Source: an optimization exercise on an open RTL-to-GDS flow (aim: small area and a short achievable clock period). Production flows keep margins and buffers that such runs may drop. Only simulation tests tie the RTL to the original design; equivalence was not proved. Power and IR drop assume default switching activity.

## flow/design.v (module list and top-level ports; edited modules follow where they fit)
// module fma_unpack: 84 lines
// module fma_mac: 1296 lines
// module fma_add: 78 lines
// module fma_normalize: 138 lines
// module fma_round: 60 lines
// module fp32_fma: 69 lines
module fp32_fma (
    input  logic    clk,
    input  logic    rst_n,
    input  logic    in_valid,
    input  fma_pkg::fp32_t   a,
    input  fma_pkg::fp32_t   b,
    input  fma_pkg::fp32_t   c,
    input  fma_pkg::rmode_t  rm,
    output logic    out_valid,
    output fma_pkg::fp32_t   result,
    output fma_pkg::fflags_t flags
);
  // ...
==> flow/run.sh <==
#!/bin/bash
# synth_recipe.tcl (not shown) runs the flow's synth.tcl, then flattens the netlist and writes it again
# the make line also repeats each setting of config.mk as NAME=value (left out here)
make -C /OpenROAD-flow-scripts/flow DESIGN_CONFIG=/design/flow/config.mk WORK_HOME=/design/flow/orfs CLKGATE_MAP_FILE= SYNTH_SCRIPT=/design/flow/synth_recipe.tcl finish
==> flow/config.mk <==
export PLATFORM = sky130hd
export DESIGN_NAME = fp32_fma
export DESIGN_NICKNAME = fp32_fma
export VERILOG_FILES = /design/flow/design.v
export SDC_FILE = /design/flow/constraint.sdc
export NUM_CORES = 4
export LEC_CHECK = 0
export CAP_MARGIN = 50
export CORE_MARGIN = 2
export CORE_UTILIZATION = 60
export PLACE_DENSITY = 0.72
export SETUP_SLACK_MARGIN = 5
export SLEW_MARGIN = 60
==> flow/constraint.sdc <==
create_clock -name core_clock -period 10.5 [get_ports {clk}]
set_input_delay 2.1000 -clock core_clock [delete_from_list [all_inputs] [get_ports {clk}]]
set_output_delay 2.1000 -clock core_clock [all_outputs]
set_load 0.01 [all_outputs]
==> impl_metrics.csv, run 1 <==
group,metric,value,unit
logic_synthesis,synth_commonest_cells,"dfxtp_1 (421), nand2_1 (378), xor2_1 (378), fa_1 (307), a22oi_1 (305)",
clock_network,cts_max_level,2,
run_status,outcome,"complete, no violations",
placement,io_buffers,138,
layout,final_cell_mix,"dfxtp_1 (398), xor2_1 (378), nand2_1 (377)",
setup_path,cp_data_arrival_time,3.36,ns
pwr,max-vdd-ir-drop,0.199,mV
logic_synthesis,synth_mux_area_frac,0.0437,
pwr,p_leak,17.7,nW
timing,drv_slew,0,
logic_synthesis,ys_ff_latch,425,
routing,top_layer,"met5",
routing,wl,130000,um
timing,rsz0062_at_grt,"yes",
layout,multi_input_area_share,0.662,
pwr,p_seq_frac,0.195,
floorplan,dieArea,67000,um2
timing,finalHoldViolCount,0,
timing,worst_pin_slew,0.680,ns
pwr,p_clk,1.68,mW
pwr,combPwrFrac,0.703,
timing,max-slew-margin-rel,0.545,
routing,routedWlPerCell,24.4,um
pwr,p_per_area,386,nW/um2
timing,fin_tns_setup,0,ns
global_routing,grtUsageTotal,0.385,
setup_path,rr_endpoint,"u_normalize.vexp_q[6]",
==> module fma_unpack, before the edit <==
module fma_unpack (
    input  logic            clk,
    input  logic            rst_n,
    input  logic            in_valid,
    input  fma_pkg::fp32_t  a,
    input  fma_pkg::fp32_t  b,
    input  fma_pkg::fp32_t  c,
    input  fma_pkg::rmode_t rm,
    output logic            out_valid,
    output logic [23:0]     ma_q,
    output logic [12:0]     b_one_q,
    output logic [11:0]     b_two_q,
    output logic [11:0]     b_neg_q,
    output logic [23:0]     mc_q,
    output logic signed [10:0] prod_expo_q,
    output logic [7:0]      ec_q,
    output logic            prod_zero_q,
    output logic            is_sub_q,
    output logic [7:0]      side_q
);
    logic [2:0] ezero, eones, fzero;
    logic [2:0] is_zero, is_inf, is_nan, is_snan;
    logic [23:0] ma, mb, mc;
    always_comb begin
        ezero = {c[30:23] == 8'h00, b[30:23] == 8'h00, a[30:23] == 8'h00};
        eones = {c[30:23] == 8'hff, b[30:23] == 8'hff, a[30:23] == 8'hff};
        fzero = {c[22:0] == 23'h0, b[22:0] == 23'h0, a[22:0] == 23'h0};
        is_zero = ezero & fzero;
        is_inf  = eones & fzero;
        is_nan  = eones & ~fzero;
        is_snan = is_nan & ~{c[22], b[22], a[22]};
        ma = {!ezero[0], a[22:0]};
        mb = {!ezero[1], b[22:0]};
        mc = {!ezero[2], c[22:0]};
    end
    logic prod_sign, is_sub, prod_inf, invalid, prod_zero;
    assign prod_sign = a[31] ^ b[31];
    assign is_sub    = prod_sign ^ c[31];
    assign prod_inf  = (is_inf[0] & !is_nan[1]) | (is_inf[1] & !is_nan[0]);
    assign invalid   = (|is_snan)
                     | (is_zero[0] & is_inf[1]) | (is_inf[0] & is_zero[1])
                     | (is_sub & prod_inf & is_inf[2]);
    assign prod_zero = is_zero[0] | is_zero[1];
    logic [8:0]         ea, eb, ec;
    logic signed [10:0] prod_expo;
    always_comb begin
        ea = {1'b0, a[30:24], a[23] | ezero[0]};
        eb = {1'b0, b[30:24], b[23] | ezero[1]};
        ec = {1'b0, c[30:24], c[23] | ezero[2]};
        prod_expo = 11'(ea) + 11'(eb) - 11'sd101;
    end
    logic [25:0] mbx;
    logic [12:0] b_one;
    logic [11:0] b_two, b_neg;
    always_comb begin
        mbx = {1'b0, mb, 1'b0};
        for (int j = 0; j < 12; j++) begin
            b_one[j] = mbx[2*j+1] ^ mbx[2*j];
            b_two[j] = (mbx[2*j+2] & !mbx[2*j+1] & !mbx[2*j])
                     | (!mbx[2*j+2] & mbx[2*j+1] & mbx[2*j]);
            b_neg[j] = mbx[2*j+2];
        end
        b_one[12] = mbx[24];
    end
    logic valid_q;
    always_ff @(posedge clk or negedge rst_n) begin
        if (!rst_n) valid_q <= 1'b0;
        else        valid_q <= in_valid;
    end
    assign out_valid = valid_q;
    always_ff @(posedge clk) begin
        ma_q        <= ma;
        b_one_q     <= b_one;
        b_two_q     <= b_two;
        b_neg_q     <= b_neg;
        mc_q        <= mc;
        prod_expo_q <= prod_expo;
        ec_q        <= ec[7:0];
        prod_zero_q <= prod_zero;
        is_sub_q    <= is_sub;
        side_q      <= {rm, prod_sign, (|is_nan) | invalid, |is_inf,
                        is_inf[2] ? c[31] : prod_sign, invalid};
    end
endmodule
==> module fp32_fma, before the edit <==
module fp32_fma (
    input  logic    clk,
    input  logic    rst_n,
    input  logic    in_valid,
    input  fma_pkg::fp32_t   a,
    input  fma_pkg::fp32_t   b,
    input  fma_pkg::fp32_t   c,
    input  fma_pkg::rmode_t  rm,
    output logic    out_valid,
    output fma_pkg::fp32_t   result,
    output fma_pkg::fflags_t flags
);
    localparam int SW = fma_pkg::SIDE_W;
    logic        v1;
    logic [23:0] ma1, mc1;
    logic [12:0] b_one1;
    logic [11:0] b_two1, b_neg1;
    logic signed [10:0] prod_expo1;
    logic [7:0]  ec1;
    logic        prod_zero1, is_sub1;
    logic [7:0]  side1;
    logic        v2;
    logic [50:0] row_a2, row_b2;
    logic        s3_2, sp2, kill2;
    logic [75:51] x_hi2;
    logic        is_sub2;
    logic [SW-1:0] side2;
    logic        v3;
    logic [75:0] mag3;
    logic [9:0]  lim_hi3;
    logic [7:0]  lim_lo3;
    logic        sign3, is_sub3;
    logic [SW-1:0] side3;
    logic [24:0] frac4;
    logic        subnormal4, sticky4, zero4, huge4, e254_4, sign4, is_sub4;
    logic [7:0]  vexp4, side4;
    fma_unpack u_unpack (
        .clk(clk), .rst_n(rst_n), .in_valid(in_valid), .a(a), .b(b), .c(c), .rm(rm),
        .out_valid(v1), .ma_q(ma1), .b_one_q(b_one1), .b_two_q(b_two1), .b_neg_q(b_neg1),
        .mc_q(mc1), .prod_expo_q(prod_expo1), .ec_q(ec1), .prod_zero_q(prod_zero1),
        .is_sub_q(is_sub1), .side_q(side1)
    );
    fma_mac u_mac (
        .clk(clk), .rst_n(rst_n), .in_valid(v1), .ma(ma1), .b_one(b_one1), .b_two(b_two1),
        .b_neg(b_neg1), .mc(mc1), .prod_expo(prod_expo1), .ec(ec1), .prod_zero(prod_zero1),
        .is_sub(is_sub1),
        .side_in(side1), .out_valid(v2), .row_a(row_a2), .row_b(row_b2),
        .s3_q(s3_2), .sp_q(sp2), .kill_q(kill2),
        .x_hi(x_hi2), .is_sub_q(is_sub2), .side_q(side2)
    );
    fma_add u_add (
        .clk(clk), .rst_n(rst_n), .in_valid(v2), .row_a(row_a2), .row_b(row_b2),
        .s3(s3_2), .sp(sp2), .kill(kill2), .x_hi(x_hi2), .is_sub(is_sub2), .side_in(side2),
        .out_valid(v3), .mag_q(mag3), .lim_hi_q(lim_hi3), .lim_lo_q(lim_lo3),
        .sign_q(sign3), .is_sub_q(is_sub3), .side_q(side3)
    );
    fma_normalize u_normalize (
        .clk(clk), .rst_n(rst_n), .in_valid(v3), .mag(mag3), .lim_hi(lim_hi3),
        .lim_lo(lim_lo3), .sign(sign3), .is_sub(is_sub3), .side_in(side3),
        .out_valid(out_valid), .frac_q(frac4), .subnormal_q(subnormal4), .sticky_q(sticky4),
        .zero_q(zero4), .vexp_q(vexp4), .huge_q(huge4), .e254_q(e254_4), .sign_q(sign4),
        .is_sub_q(is_sub4), .side_q(side4)
    );
    fma_round u_round (
        .frac(frac4), .subnormal(subnormal4), .sticky(sticky4), .zero(zero4),
        .vexp(vexp4), .huge(huge4), .e254(e254_4), .sign(sign4), .is_sub(is_sub4),
        .side_in(side4), .result(result), .flags(flags)
    );
endmodule
==> run 2, diff against run 1 <==
--- a/flow/design.v
+++ b/flow/design.v
@@ -19,16 +19,20 @@
     input  fma_pkg::fp32_t  b,
     input  fma_pkg::fp32_t  c,
     input  fma_pkg::rmode_t rm,
     output logic            out_valid,
     output logic [23:0]     ma_q,
     output logic [12:0]     b_one_q,
     output logic [11:0]     b_two_q,
     output logic [11:0]     b_neg_q,
+    output logic [23:0]     ma_n_q,
+    output logic [12:0]     b_one_n_q,
+    output logic [11:0]     b_two_n_q,
+    output logic [11:0]     b_neg_n_q,
     output logic [23:0]     mc_q,
     output logic signed [10:0] prod_expo_q,
     output logic [7:0]      ec_q,
     output logic            prod_zero_q,
     output logic            is_sub_q,
     output logic [7:0]      side_q
 );
     logic [2:0] ezero, eones, fzero;
@@ -81,16 +85,20 @@
         else        valid_q <= in_valid;
     end
     assign out_valid = valid_q;
     always_ff @(posedge clk) begin
         ma_q        <= ma;
         b_one_q     <= b_one;
         b_two_q     <= b_two;
         b_neg_q     <= b_neg;
+        ma_n_q      <= ~ma;
+        b_one_n_q   <= ~b_one;
+        b_two_n_q   <= ~b_two;
+        b_neg_n_q   <= ~b_neg;
         mc_q        <= mc;
         prod_expo_q <= prod_expo;
         ec_q        <= ec[7:0];
         prod_zero_q <= prod_zero;
         is_sub_q    <= is_sub;
         side_q      <= {rm, prod_sign, (|is_nan) | invalid, |is_inf,
                         is_inf[2] ? c[31] : prod_sign, invalid};
     end
@@ -99,16 +107,20 @@
 module fma_mac (
     input  logic        clk,
     input  logic        rst_n,
     input  logic        in_valid,
     input  logic [23:0] ma,
     input  logic [12:0] b_one,
     input  logic [11:0] b_two,
     input  logic [11:0] b_neg,
+    input  logic [23:0] ma_n,
+    input  logic [12:0] b_one_n,
+    input  logic [11:0] b_two_n,
+    input  logic [11:0] b_neg_n,
     input  logic [23:0] mc,
     input  logic signed [10:0] prod_expo,
     input  logic [7:0]  ec,
     input  logic        prod_zero,
     input  logic        is_sub,
     input  logic [7:0]  side_in,
     output logic        out_valid,
     output logic [50:0] row_a,
@@ -132,24 +144,31 @@
     end
     logic [25:0] ma_ext;
     logic [24:0] pp [12];
     logic [23:0] pp12;
     logic [11:0] neg;
     logic [74:0] aligned;
     logic        asticky;
     logic [75:0] x;
-    assign ma_ext = {1'b0, ma, 1'b0};
+    logic [25:0] ma_ext2;
+    assign ma_ext  = {1'b0, ma, 1'b0};
+    assign ma_ext2 = {1'b0, ~ma_n, 1'b0};
     always_comb begin
         for (int j = 0; j < 12; j++) begin
             for (int i = 0; i < 25; i++) begin
-                pp[j][i] = ((b_one[j] & ma_ext[i + 1]) | (b_two[j] & ma_ext[i])) ^ b_neg[j];
+                if (i < 13)
+                    pp[j][i] = ((b_one[j] & (j < 6 ? ma_ext[i + 1] : ma_ext2[i + 1]))
+                              | (b_two[j] & (j < 6 ? ma_ext[i] : ma_ext2[i]))) ^ b_neg[j];
+                else
+                    pp[j][i] = ((!b_one_n[j] & (j < 6 ? ma_ext[i + 1] : ma_ext2[i + 1]))
+                              | (!b_two_n[j] & (j < 6 ? ma_ext[i] : ma_ext2[i]))) ^ !b_neg_n[j];
             end
         end
-        pp12 = b_one[12] ? ma : 24'h0;
+        for (int i = 0; i < 24; i++) pp12[i] = (i < 12 ? b_one[12] : !b_one_n[12]) & !ma_n[i];
         neg  = b_neg;
     end
     logic [74:0] sh [8];
     logic        stk_raw;
     always_comb begin
         sh[0] = {mc, 51'b0};
         for (int k = 0; k < 7; k++) begin
             sh[k+1] = shift_full[k] ? (sh[k] >> (1 << k)) : sh[k];
@@ -1683,16 +1702,19 @@
     output fma_pkg::fp32_t   result,
     output fma_pkg::fflags_t flags
 );
     localparam int SW = fma_pkg::SIDE_W;
     logic        v1;
     logic [23:0] ma1, mc1;
     logic [12:0] b_one1;
     logic [11:0] b_two1, b_neg1;
+    logic [23:0] ma_n1;
+    logic [12:0] b_one_n1;
+    logic [11:0] b_two_n1, b_neg_n1;
     logic signed [10:0] prod_expo1;
     logic [7:0]  ec1;
     logic        prod_zero1, is_sub1;
     logic [7:0]  side1;
     logic        v2;
     logic [50:0] row_a2, row_b2;
     logic        s3_2, sp2, kill2;
     logic [75:51] x_hi2;
@@ -1705,22 +1727,24 @@
     logic        sign3, is_sub3;
     logic [SW-1:0] side3;
     logic [24:0] frac4;
     logic        subnormal4, sticky4, zero4, huge4, e254_4, sign4, is_sub4;
     logic [7:0]  vexp4, side4;
     fma_unpack u_unpack (
         .clk(clk), .rst_n(rst_n), .in_valid(in_valid), .a(a), .b(b), .c(c), .rm(rm),
         .out_valid(v1), .ma_q(ma1), .b_one_q(b_one1), .b_two_q(b_two1), .b_neg_q(b_neg1),
+        .ma_n_q(ma_n1), .b_one_n_q(b_one_n1), .b_two_n_q(b_two_n1), .b_neg_n_q(b_neg_n1),
         .mc_q(mc1), .prod_expo_q(prod_expo1), .ec_q(ec1), .prod_zero_q(prod_zero1),
         .is_sub_q(is_sub1), .side_q(side1)
     );
     fma_mac u_mac (
         .clk(clk), .rst_n(rst_n), .in_valid(v1), .ma(ma1), .b_one(b_one1), .b_two(b_two1),
-        .b_neg(b_neg1), .mc(mc1), .prod_expo(prod_expo1), .ec(ec1), .prod_zero(prod_zero1),
+        .b_neg(b_neg1), .ma_n(ma_n1), .b_one_n(b_one_n1), .b_two_n(b_two_n1),
+        .b_neg_n(b_neg_n1), .mc(mc1), .prod_expo(prod_expo1), .ec(ec1), .prod_zero(prod_zero1),
         .is_sub(is_sub1),
         .side_in(side1), .out_valid(v2), .row_a(row_a2), .row_b(row_b2),
         .s3_q(s3_2), .sp_q(sp2), .kill_q(kill2),
         .x_hi(x_hi2), .is_sub_q(is_sub2), .side_q(side2)
     );
     fma_add u_add (
         .clk(clk), .rst_n(rst_n), .in_valid(v2), .row_a(row_a2), .row_b(row_b2),
         .s3(s3_2), .sp(sp2), .kill(kill2), .x_hi(x_hi2), .is_sub(is_sub2), .side_in(side2),
==> flow/config.mk (replaced) <==
export PLATFORM = sky130hd
export DESIGN_NAME = fp32_fma
export DESIGN_NICKNAME = fp32_fma
export VERILOG_FILES = /design/flow/design.v
export SDC_FILE = /design/flow/constraint.sdc
export NUM_CORES = 4
export LEC_CHECK = 0
export CAP_MARGIN = 20
export CORE_MARGIN = 2
export CORE_UTILIZATION = 60
export CTS_BUF_LIST = sky130_fd_sc_hd__clkbuf_4 sky130_fd_sc_hd__clkbuf_8
export PLACE_DENSITY = 0.72
export SETUP_SLACK_MARGIN = 5
export SLEW_MARGIN = 20
==> impl_metrics.csv, run 2 <==
group,metric,value,unit
global_routing,grt_overflow,0,
routing,dr.pass1.iters,9,
clock_network,cts_num_sinks,485,
logic_synthesis,synth.avg_cell_area,8.52,um2
logic_synthesis,synthDominantCellAreaShare,0.238,
timing,skew,0.0578,ns
logic_synthesis,synth_adder_area_share,0.204,
logic_synthesis,synth_compound_area_frac,0.208,
floorplan,chipHeight,264,um
run,drv_cap,0,
layout,final_core_util,0.665,
clock_network,cts_max_level,3,
placement,dpl.cell_count,5488,
routing,drtAntennaViolNets,0,
layout,drive_above_1_share,0.0802,
layout,final_common_cell,"dfxtp_1",
placement,io_buffers,138,
pwr,combPwrFrac,0.663,
logic_synthesis,ys_ff_latch,485,
global_routing,grt_max_degree,66,
logic_synthesis,synth_mux_area_frac,0.0299,
layout,nets,5311,
layout,largest-register,"u_add.mag_q",
timing,finalHoldViolCount,0,
timing,max_freq,182,MHz
logic_synthesis,synthXorXnorAreaFrac,0.115,
layout,top_regs,"u_add.mag_q: 76 flops, u_mac.row_a: 51 flops, u_mac.row_b: 48 flops",
global_routing,antenna_found_initial,5,
routing,drtIter0Drc,4022,
pwr,swShare,0.511,
timing,max-slew-margin-rel,0.179,
floorplan,row_count,95,
floorplan,coreArea,66900,um2
setup_path,cp_slowest_cell,"or3_4",
clock_network,cts-root-buf,"clkbuf_8",
logic_synthesis,yosysMostFrequentCell,"dfxtp_1",
setup_path,crit_type,"reg -> out",
global_routing,grtUsageTotal,0.389,
setup_path,reg2regPathDepth,18,
routing,routedWlPerCell,24.3,um
layout,area_growth,10.0,%
timing,worst_pin_slew,1.22,ns
pwr,switchingPower,8.49,mW
timing,fin_crit,5.49,ns
logic_synthesis,yosys_warnings,22,
layout,fill_cells,5632,
run_status,outcome,"complete, no violations",
pwr,p_int,8.12,mW
min_path,holdCritPathClass,"reg -> reg",
setup_path,cp_max_fo,4,
logic_synthesis,synthTopCellsByArea,"dfxtp_1 (24%), fa_1 (15%), xor2_1 (6.0%)",
logic_synthesis,ys.flop_type,"dfxtp_1",
layout,fin_cells,5673,
pwr,power_frac_clock,0.120,
setup_path,critical_path.max_stage_delay,0.41,ns
floorplan,dieArea,69500,um2
timing,finalSetupViolCount,0,
timing,drv_slew,0,
pwr,p_seq_frac,0.217,
routing,wl,138000,um
logic_synthesis,synth_area,40400,um2
layout,largest_reg_flops,76,
layout,final_cell_mix,"dfxtp_1 (468), inv_1 (405), nor2_1 (335)",
setup_path,path_buf_inv,3,
timing,rsz0062_at_grt,"yes",
clock_network,clk_latency,0.75,ns
timing,hold_slack,0.299,ns
logic_synthesis,yosys.area_share.simple,0.132,
pwr,max-vdd-ir-drop,0.242,mV
setup_path,path_delay_family,"simple AND/OR/NAND/NOR gates",
routing,drc,0,
setup_path,cp-end-kind,"output port",
setup_path,worstPathRequired,8.40,ns
floorplan,ios,140,
floorplan,die_w,264,um
logic_synthesis,syn_nets,5322,
global_routing,grt_pass1_vias,35002,
logic_synthesis,yosys.area.top_type,"dfxtp_1",
clock_network,path_clk_slew,0.06,ns
clock_network,cts_tree,"yes",
placement,gp_congestion,1.08,
routing,viasPerCell,6.40,
clock_network,cts_buffer_depth,3,
timing,fin_tns_setup,0,ns
floorplan,start_util,0.604,
logic_synthesis,ys_seq_area_frac,0.241,
pwr,p_per_area,373,nW/um2
logic_synthesis,netlist-cell-type-count,95,
timing,min_period_over_period,0.523,
clock_network,ctsHoldBuffers,0,
logic_synthesis,netlist_instances,4744,
setup_path,cp-start-kind,"flip-flop",
placement,hpwl,106000,um
min_path,whs_path_depth,0,
logic_synthesis,synth_commonest_cells,"dfxtp_1 (481), inv_1 (406), nor2_1 (345), nand2_1 (331), fa_1 (308)",
logic_synthesis,synth_top_family_by_area,"compound AO/OA/AOI/OAI gates",
global_routing,grt_pass1_wl,209000,um
logic_synthesis,synth_edf_count,0,
logic_synthesis,async_flop_share,0.00825,
setup_path,cp.depth,15,
setup_path,crit_chain,"xor2_2 -> nor2b_4 -> a21oi_2 -> a21oi_2 -> ha_2 -> ha_4 -> nand3_4 -> or3_4 -> buf_4 -> buf_4 -> nor2_2 -> xor2_1 -> nor2_1 -> nor2_1 -> buf_2",
clock_network,cts_buffers,82,
routing,vias,36308,
pwr,p_leak,18.9,nW
setup_path,cp_data_arrival_time,3.39,ns
-- run 2: changes by cell type after synthesis, sizes merged, moves of 33 or more --
cell	previous run	this run
xnor2	157	255
a21oi	262	300
or3	14	47
inv	305	411
nand2	378	331
dfxtp	421	481
o22ai	44	236
a22oi	305	142
nor2	234	345
mux2i	132	94
xor2	378	275
-- run 2: cell type report --
type | instances | area (um2) | area share
well taps | 873 | 1090 | 0.0245
clock buffers | 105 | 1350 | 0.0304
clock inverters | 44 | 598 | 0.0134
inverters | 411 | 1550 | 0.0348
flip-flops and latches | 485 | 9750 | 0.219
multi-input cells | 3540 | 28300 | 0.635
repair inverters | 1 | 7.51 | 0.000169
repair buffers | 212 | 1890 | 0.0424
diodes | 2 | 5.00 | 0.000112
-- run 2: kinds of logic (layout without fill, tap and decap cells) --
group | after synthesis | in the layout
xor gates and xnor gates | 530 | 530
other | 1 | 3
and+or+nand+nor | 1128 | 1129
adders and majority gates | 476 | 476
muxes | 112 | 112
DFF | 485 | 485
buffers and inverters | 720 | 773
AOI/OAI and AO/OA | 1292 | 1292
-- run 2: path summary, 6_finish.rpt --
| path | startpoint | to | slack (ns) |
|---|---|---|---|
| setup / recovery | u_normalize.side_q[5] | result[20] | 5.01 |
| hold / removal | u_unpack.side_q[4] | u_mac.side_q[4] | 0.30 |
| setup reg to reg | u_unpack.prod_expo_q[0] | u_mac.row_a[38] | 5.25 |
| hold reg to reg | u_unpack.side_q[4] | u_mac.side_q[4] | 0.30 |
| max in group asynchronous | rst_n | u_normalize.valid_q | 8.73 |
| min in group asynchronous | rst_n | u_unpack.valid_q | 1.59 |
-- run 2: repair_timing --
| item | in CTS | in global routing |
|---|---|---|
| gates resized for setup | 77 | 53 |
| setup buffers | 20 | 12 |
| gates cloned | 1 | 1 |
| endpoints found under the setup margin | 149 | 107 |
| pin swaps | 17 | 20 |
-- run 2: power by group through the flow --
stage / registers, mW / clock network [mW] / logic (mW)
finish: 3.60 / 1.99 / 11.0
global route: 3.62 / 2.10 / 12.3
CTS: 3.53 / 2.02 / 10.8
detailed placement: 3.56 / 0 / 10.8
global placement: 3.57 / 0 / 10.5
floorplan: 2.97 / 0 / 7.77
-- run 2: worst reg2reg max path, delay by kind of cell, from the launching register on --
family / cells / cell delay [ns]
buffers and inverters: 4 / 0.44
AND/OR/NAND/NOR: 3 / 1.24
XOR/XNOR: 2 / 0.29
AO/OA/AOI/OAI: 6 / 1.75
adder cells (fa/ha/maj): 3 / 1.17
flip-flops: 1 / 0.30
-- run 2: per-stage QoR --
stage / power, mW / setup WS, ns / area (um2)
CTS: 16.4 / 4.90 / 44300
floorplan: 10.7 / 5.60 / 40400
global route: 18.0 / 4.85 / 44500
detailed placement: 14.3 / 4.10 / 42000
global placement: 14.1 / 4.31 / 42000
finish: 16.6 / 5.01 / 44500
-- run 2: layer usage --
| metal | routed length, um | global-route usage | vias up |
|---|---|---|---|
| met1 | 51900 | 0.473 | 17182 |
| met4 | 9930 | 0.239 | 6 |
| met2 | 63900 | 0.637 | 2130 |
| met3 | 12100 | 0.0751 | 483 |
| li1 | - | - | 16507 |
| met5 | 36 | 0 | - |

-- re-timing with driven ports --
The results above use ideal ports. As a check the final layouts listed here were re-extracted and re-timed, cells and wires unchanged.
Step 1 assumes that a clkbuf_16 drives the clock port and a buf_2 every other input.
Step 2 times the ports against the registers' clock, not the clock port: input delays grow and output delays shrink by t, the midpoint of the rising clock arrivals with the driver on.
a / b / c = ideal ports / drivers / drivers and shift; a / b = the first two.
run	shift t [ns]	slack for setup (ns)	hold slack, ns	slew at the worst register clock pin (ns)	worst slew at a driven data input, ns
run 1	0.674	5.041 / 4.972 / 5.300	0.316 / 0.316 / 0.316	0.07 / 0.07	0.05
run 2	0.784	5.008 / 4.939 / 4.444	0.299 / 0.299 / 0.299	0.08 / 0.08	0.05
After both steps every run listed still meets setup and hold. For run 2, which loses most, drivers alone change the setup slack by -0.069 ns; drivers and shift together by -0.564 ns.
